Context: an optimization exercise on an open-source flow, tuned for small area, a short achievable clock period and few clock cycles per item. The choices shown serve that exercise and are no tape-out recipe. Power and IR drop assume default switching activity.

==> flow/design.v <==
`timescale 1ns / 1ps
package scit_pkg;
	localparam int NUM_SECTORS = 256;
	localparam int IDX_W       = $clog2(NUM_SECTORS);
	localparam int CNT_W       = IDX_W;
	localparam int CMD_W    = 2;
	localparam int SECTOR_W = 8;
	localparam int ID_W     = 32;
	typedef logic [CMD_W-1:0] cmd_code_t;
	localparam cmd_code_t CMD_SET   = 2'd0;
	localparam cmd_code_t CMD_QUERY = 2'd1;
	localparam cmd_code_t CMD_INIT  = 2'd2;
endpackage
`timescale 1ns / 1ps
module scit_ctrl
(
	input  logic clk,
	input  logic arst_n,
	input  logic in_valid,
	output logic in_stall,
	output logic out_valid,
	input  logic out_stall,
	output logic load
);
	logic out_valid_q;
	assign in_stall  = out_valid_q && out_stall;
	assign load      = !in_stall;
	assign out_valid = out_valid_q;
	always_ff @(posedge clk or negedge arst_n) begin
		if (!arst_n)
			out_valid_q <= 1'b0;
		else
			out_valid_q <= in_valid || in_stall;
	end
endmodule
`timescale 1ns / 1ps
module scit_dp
(
	input  logic                          clk,
	input  logic                          arst_n,
	input  logic                          accept,
	input  logic                          load,
	input  logic                          cfg_we,
	input  logic [scit_pkg::ID_W-1:0]     cfg_wdata,
	input  logic [scit_pkg::CMD_W-1:0]    command,
	input  logic [scit_pkg::SECTOR_W-1:0] sector,
	input  logic [scit_pkg::ID_W-1:0]     change_id,
	output logic [scit_pkg::ID_W-1:0]     sector_id,
	output logic                          cleared,
	output logic                          all_done,
	output logic                          bad_sector
);
	localparam int NS = scit_pkg::NUM_SECTORS;
	logic [scit_pkg::ID_W-1:0]  min_id_q;
	logic [scit_pkg::ID_W-1:0]  cur_id_q;
	logic [scit_pkg::ID_W-1:0]  last_id_q;
	logic [scit_pkg::ID_W-1:0]  cur_eff;
	logic                       upd_new_q;
	logic                       upd_init_q;
	logic                       init_go;
	logic                       pend_v_q;
	logic [NS-1:0]              raw_q;
	logic [scit_pkg::CNT_W-1:0] cnt_q;
	logic                       hit_q;
	logic                       last_q;
	logic                       upd_set_q;
	logic                       upd_clr_q;
	logic [scit_pkg::SECTOR_W-1:0] upd_sec_q;
	logic                       rd_raw;
	logic                       rd_fwd;
	logic qflag_q;
	logic cleared_q;
	logic all_done_q;
	logic is_set, is_query, is_init;
	logic newer, same, init_ok;
	logic pend_s;
	logic set_all, clr_en, hit;
	logic [15:0] dec_hi, dec_lo;
	assign last_q = hit_q ? (cnt_q == scit_pkg::CNT_W'(2)) : (cnt_q == scit_pkg::CNT_W'(1));
	assign is_set   = (command == scit_pkg::CMD_SET);
	assign is_query = (command == scit_pkg::CMD_QUERY);
	assign is_init  = (command == scit_pkg::CMD_INIT);
	assign cur_eff = upd_new_q ? last_id_q : (upd_init_q ? min_id_q : cur_id_q);
	logic min_gt, min_eq;
	scit_cmp u_cmp_new (.a(change_id), .b(cur_eff), .gt(newer),  .eq(same));
	scit_cmp u_cmp_min (.a(min_id_q),  .b(cur_eff), .gt(min_gt), .eq(min_eq));
	assign init_ok = min_gt || min_eq;
	assign init_go = accept && is_init && init_ok;
	assign rd_raw  = raw_q[sector];
	assign rd_fwd  = (upd_set_q || rd_raw) && !(upd_clr_q && (sector == upd_sec_q));
	assign pend_s  = pend_v_q && rd_fwd;
	assign set_all = accept && is_set && newer;
	assign clr_en  = accept && is_set && (newer || same);
	assign hit     = is_set && same && pend_s;
	always_comb begin
		dec_hi = '0;
		dec_lo = '0;
		dec_hi[upd_sec_q[7:4]] = upd_clr_q;
		dec_lo[upd_sec_q[3:0]] = 1'b1;
	end
	always_ff @(posedge clk) begin
		for (int i = 0; i < NS; i++)
			raw_q[i] <= (upd_set_q || raw_q[i]) && !(dec_hi[i/16] && dec_lo[i%16]);
		upd_set_q <= set_all;
		upd_clr_q <= clr_en;
		upd_sec_q <= sector;
		last_id_q <= change_id;
		if (set_all)
			cnt_q <= '1;
		else
			cnt_q <= cnt_q - scit_pkg::CNT_W'(hit_q);
		hit_q <= accept && hit;
		if (load) begin
			qflag_q    <= is_query && !pend_s;
			cleared_q  <= is_set && (newer || (same && pend_s));
			all_done_q <= hit && last_q;
		end
	end
	always_ff @(posedge clk or negedge arst_n) begin
		if (!arst_n) begin
			min_id_q <= '0;
			cur_id_q   <= '0;
			upd_new_q  <= 1'b0;
			upd_init_q <= 1'b0;
			pend_v_q   <= 1'b0;
		end else begin
			if (cfg_we)
				min_id_q <= cfg_wdata;
			cur_id_q   <= cur_eff;
			upd_new_q  <= set_all;
			upd_init_q <= init_go;
			if (set_all)
				pend_v_q <= 1'b1;
			else if (init_go)
				pend_v_q <= 1'b0;
		end
	end
	assign sector_id  = qflag_q ? cur_id_q : '0;
	assign cleared    = cleared_q;
	assign all_done   = all_done_q;
	assign bad_sector = 1'b0;
endmodule
module scit_cmp
(
	input  logic [scit_pkg::ID_W-1:0] a,
	input  logic [scit_pkg::ID_W-1:0] b,
	output logic                      gt,
	output logic                      eq
);
	assign gt = (a > b);
	assign eq = (a == b);
endmodule
`timescale 1ns / 1ps
module sector_change_id_tracker
(
	input  logic                          clk,
	input  logic                          arst_n,
	input  logic                          cfg_we,
	input  logic [scit_pkg::ID_W-1:0]     cfg_wdata,
	input  logic                          in_valid,
	output logic                          in_stall,
	input  logic [scit_pkg::CMD_W-1:0]    command,
	input  logic [scit_pkg::SECTOR_W-1:0] sector,
	input  logic [scit_pkg::ID_W-1:0]     change_id,
	output logic                          out_valid,
	input  logic                          out_stall,
	output logic [scit_pkg::ID_W-1:0]     sector_id,
	output logic                          cleared,
	output logic                          all_done,
	output logic                          bad_sector
);
	logic load;
	scit_ctrl u_ctrl (
		.clk       (clk),
		.arst_n    (arst_n),
		.in_valid  (in_valid),
		.in_stall  (in_stall),
		.out_valid (out_valid),
		.out_stall (out_stall),
		.load      (load)
	);
	scit_dp u_dp (
		.clk        (clk),
		.arst_n     (arst_n),
		.accept     (in_valid && load),
		.load       (load),
		.cfg_we     (cfg_we),
		.cfg_wdata  (cfg_wdata),
		.command    (command),
		.sector     (sector),
		.change_id  (change_id),
		.sector_id  (sector_id),
		.cleared    (cleared),
		.all_done   (all_done),
		.bad_sector (bad_sector)
	);
endmodule
clock: 4.0 ns
lec_check: 0
cap_margin: 20
core_margin: 2
core_utilization: 55
setup_slack_margin: 1.8
slew_margin: 20
synth_hierarchical: 1
tns_end_percent: 0
standard.sh (not shown) runs the stock make flow with config.mk's settings and CLKGATE_MAP_FILE= SYNTH_SCRIPT=/design/flow/synth_recipe.tcl, a recipe that flattens the netlist after the stock synthesis.
==> flow/flow/run.sh <==
#!/bin/bash
# The standard layout (the standard.sh, standard synthesis unchanged), with
# the port buffers made from buf_2 cells instead of the delay buffers that
# buffer_ports picks by default. The full make output goes to standard.log.
set -euo pipefail
bash standard.sh "BUFFER_PORTS_ARGS=-buffer_cell sky130_fd_sc_hd__buf_2" finish > standard.log 2>&1
Change:
--- a/flow/design.v
+++ b/flow/design.v
@@ -50,25 +50,20 @@
 	output logic                          all_done,
 	output logic                          bad_sector
 );
 	localparam int NS = scit_pkg::NUM_SECTORS;
 	logic [scit_pkg::ID_W-1:0]  min_id_q;
 	logic [scit_pkg::ID_W-1:0]  cur_id_q;
-	logic [scit_pkg::ID_W-1:0]  last_id_q;
-	logic [scit_pkg::ID_W-1:0]  cur_eff;
-	logic                       upd_new_q;
-	logic                       upd_init_q;
-	logic                       init_go;
 	logic                       pend_v_q;
 	logic [NS-1:0]              raw_q;
 	logic [scit_pkg::CNT_W-1:0] cnt_q;
 	logic                       hit_q;
 	logic                       last_q;
 	logic                       upd_set_q;
-	logic                       upd_clr_q;
-	logic [scit_pkg::SECTOR_W-1:0] upd_sec_q;
+	logic [3:0]                 upd_lo_q;
+	logic [15:0]                upd_hi_q;
 	logic                       rd_raw;
 	logic                       rd_fwd;
 	logic qflag_q;
 	logic cleared_q;
 	logic all_done_q;
 	logic is_set, is_query, is_init;
@@ -77,37 +72,35 @@
 	logic set_all, clr_en, hit;
 	logic [15:0] dec_hi, dec_lo;
 	assign last_q = hit_q ? (cnt_q == scit_pkg::CNT_W'(2)) : (cnt_q == scit_pkg::CNT_W'(1));
 	assign is_set   = (command == scit_pkg::CMD_SET);
 	assign is_query = (command == scit_pkg::CMD_QUERY);
 	assign is_init  = (command == scit_pkg::CMD_INIT);
-	assign cur_eff = upd_new_q ? last_id_q : (upd_init_q ? min_id_q : cur_id_q);
 	logic min_gt, min_eq;
-	scit_cmp u_cmp_new (.a(change_id), .b(cur_eff), .gt(newer),  .eq(same));
-	scit_cmp u_cmp_min (.a(min_id_q),  .b(cur_eff), .gt(min_gt), .eq(min_eq));
+	scit_cmp u_cmp_new (.a(change_id), .b(cur_id_q), .gt(newer),  .eq(same));
+	scit_cmp u_cmp_min (.a(min_id_q),  .b(cur_id_q), .gt(min_gt), .eq(min_eq));
 	assign init_ok = min_gt || min_eq;
-	assign init_go = accept && is_init && init_ok;
 	assign rd_raw  = raw_q[sector];
-	assign rd_fwd  = (upd_set_q || rd_raw) && !(upd_clr_q && (sector == upd_sec_q));
+	assign rd_fwd  = (upd_set_q || rd_raw) && !(upd_hi_q[sector[7:4]] && (sector[3:0] == upd_lo_q));
 	assign pend_s  = pend_v_q && rd_fwd;
 	assign set_all = accept && is_set && newer;
 	assign clr_en  = accept && is_set && (newer || same);
 	assign hit     = is_set && same && pend_s;
 	always_comb begin
 		dec_hi = '0;
 		dec_lo = '0;
-		dec_hi[upd_sec_q[7:4]] = upd_clr_q;
-		dec_lo[upd_sec_q[3:0]] = 1'b1;
+		dec_hi = upd_hi_q;
+		dec_lo[upd_lo_q] = 1'b1;
 	end
 	always_ff @(posedge clk) begin
 		for (int i = 0; i < NS; i++)
 			raw_q[i] <= (upd_set_q || raw_q[i]) && !(dec_hi[i/16] && dec_lo[i%16]);
 		upd_set_q <= set_all;
-		upd_clr_q <= clr_en;
-		upd_sec_q <= sector;
-		last_id_q <= change_id;
+		upd_lo_q <= sector[3:0];
+		upd_hi_q <= '0;
+		upd_hi_q[sector[7:4]] <= clr_en;
 		if (set_all)
 			cnt_q <= '1;
 		else
 			cnt_q <= cnt_q - scit_pkg::CNT_W'(hit_q);
 		hit_q <= accept && hit;
 		if (load) begin
@@ -116,26 +109,24 @@
 			all_done_q <= hit && last_q;
 		end
 	end
 	always_ff @(posedge clk or negedge arst_n) begin
 		if (!arst_n) begin
 			min_id_q <= '0;
-			cur_id_q   <= '0;
-			upd_new_q  <= 1'b0;
-			upd_init_q <= 1'b0;
-			pend_v_q   <= 1'b0;
+			cur_id_q <= '0;
+			pend_v_q <= 1'b0;
 		end else begin
 			if (cfg_we)
 				min_id_q <= cfg_wdata;
-			cur_id_q   <= cur_eff;
-			upd_new_q  <= set_all;
-			upd_init_q <= init_go;
-			if (set_all)
+			if (set_all) begin
+				cur_id_q <= change_id;
 				pend_v_q <= 1'b1;
-			else if (init_go)
+			end else if (accept && is_init && init_ok) begin
+				cur_id_q <= min_id_q;
 				pend_v_q <= 1'b0;
+			end
 		end
 	end
 	assign sector_id  = qflag_q ? cur_id_q : '0;
 	assign cleared    = cleared_q;
 	assign all_done   = all_done_q;
 	assign bad_sector = 1'b0;
Outcome: The new run finished with timing, DRC and antenna clean; via count grows by about 5%; combinational power goes down by about 3%; worst setup slack improved by 0.20 ns; die area goes down by about 3.3%; maximum frequency is higher by 7.6%; area after synthesis falls by about 3.4%; clock power shrinks by about 8%; total power decreases by about 5%; final area drops by about 0.9%; critical path depth rose by 4; flip-flop and latch count drops by 23.
No functional check of the RTL was part of any run of this note.

what the ideal ports hide:
Ports are ideal in the flow. The routed layouts listed here were re-timed in OpenROAD.
Step 1: set_driving_cell puts a clkbuf_16 on clk and a buf_2 on each other input, an assumption about the parent block.
Step 2 times the ports against the registers' clock, not the clock port: input delays grow and output delays shrink by t, the midpoint of the rising clock arrivals with the driver on.
a / b / c = ideal ports / drivers / drivers and shift; a / b = the first two.
| run | t, ns | setup WS [ns] | worst setup path after step 2 | slew at the worst register clock pin (ns) | pins driven straight from the clock port |
|---|---|---|---|---|---|
| the first run | 0.578 | 1.138 / 1.138 / 0.601 | input to register | 0.06 / 0.06 | 1 |
| the second run | 0.582 | 1.339 / 1.336 / 0.754 | input to register | 0.06 / 0.06 | 1 |
After both steps setup and hold are still met in every run listed. For the second run, which loses most, drivers alone change the setup slack by -0.003 ns; drivers and shift together by -0.585 ns.
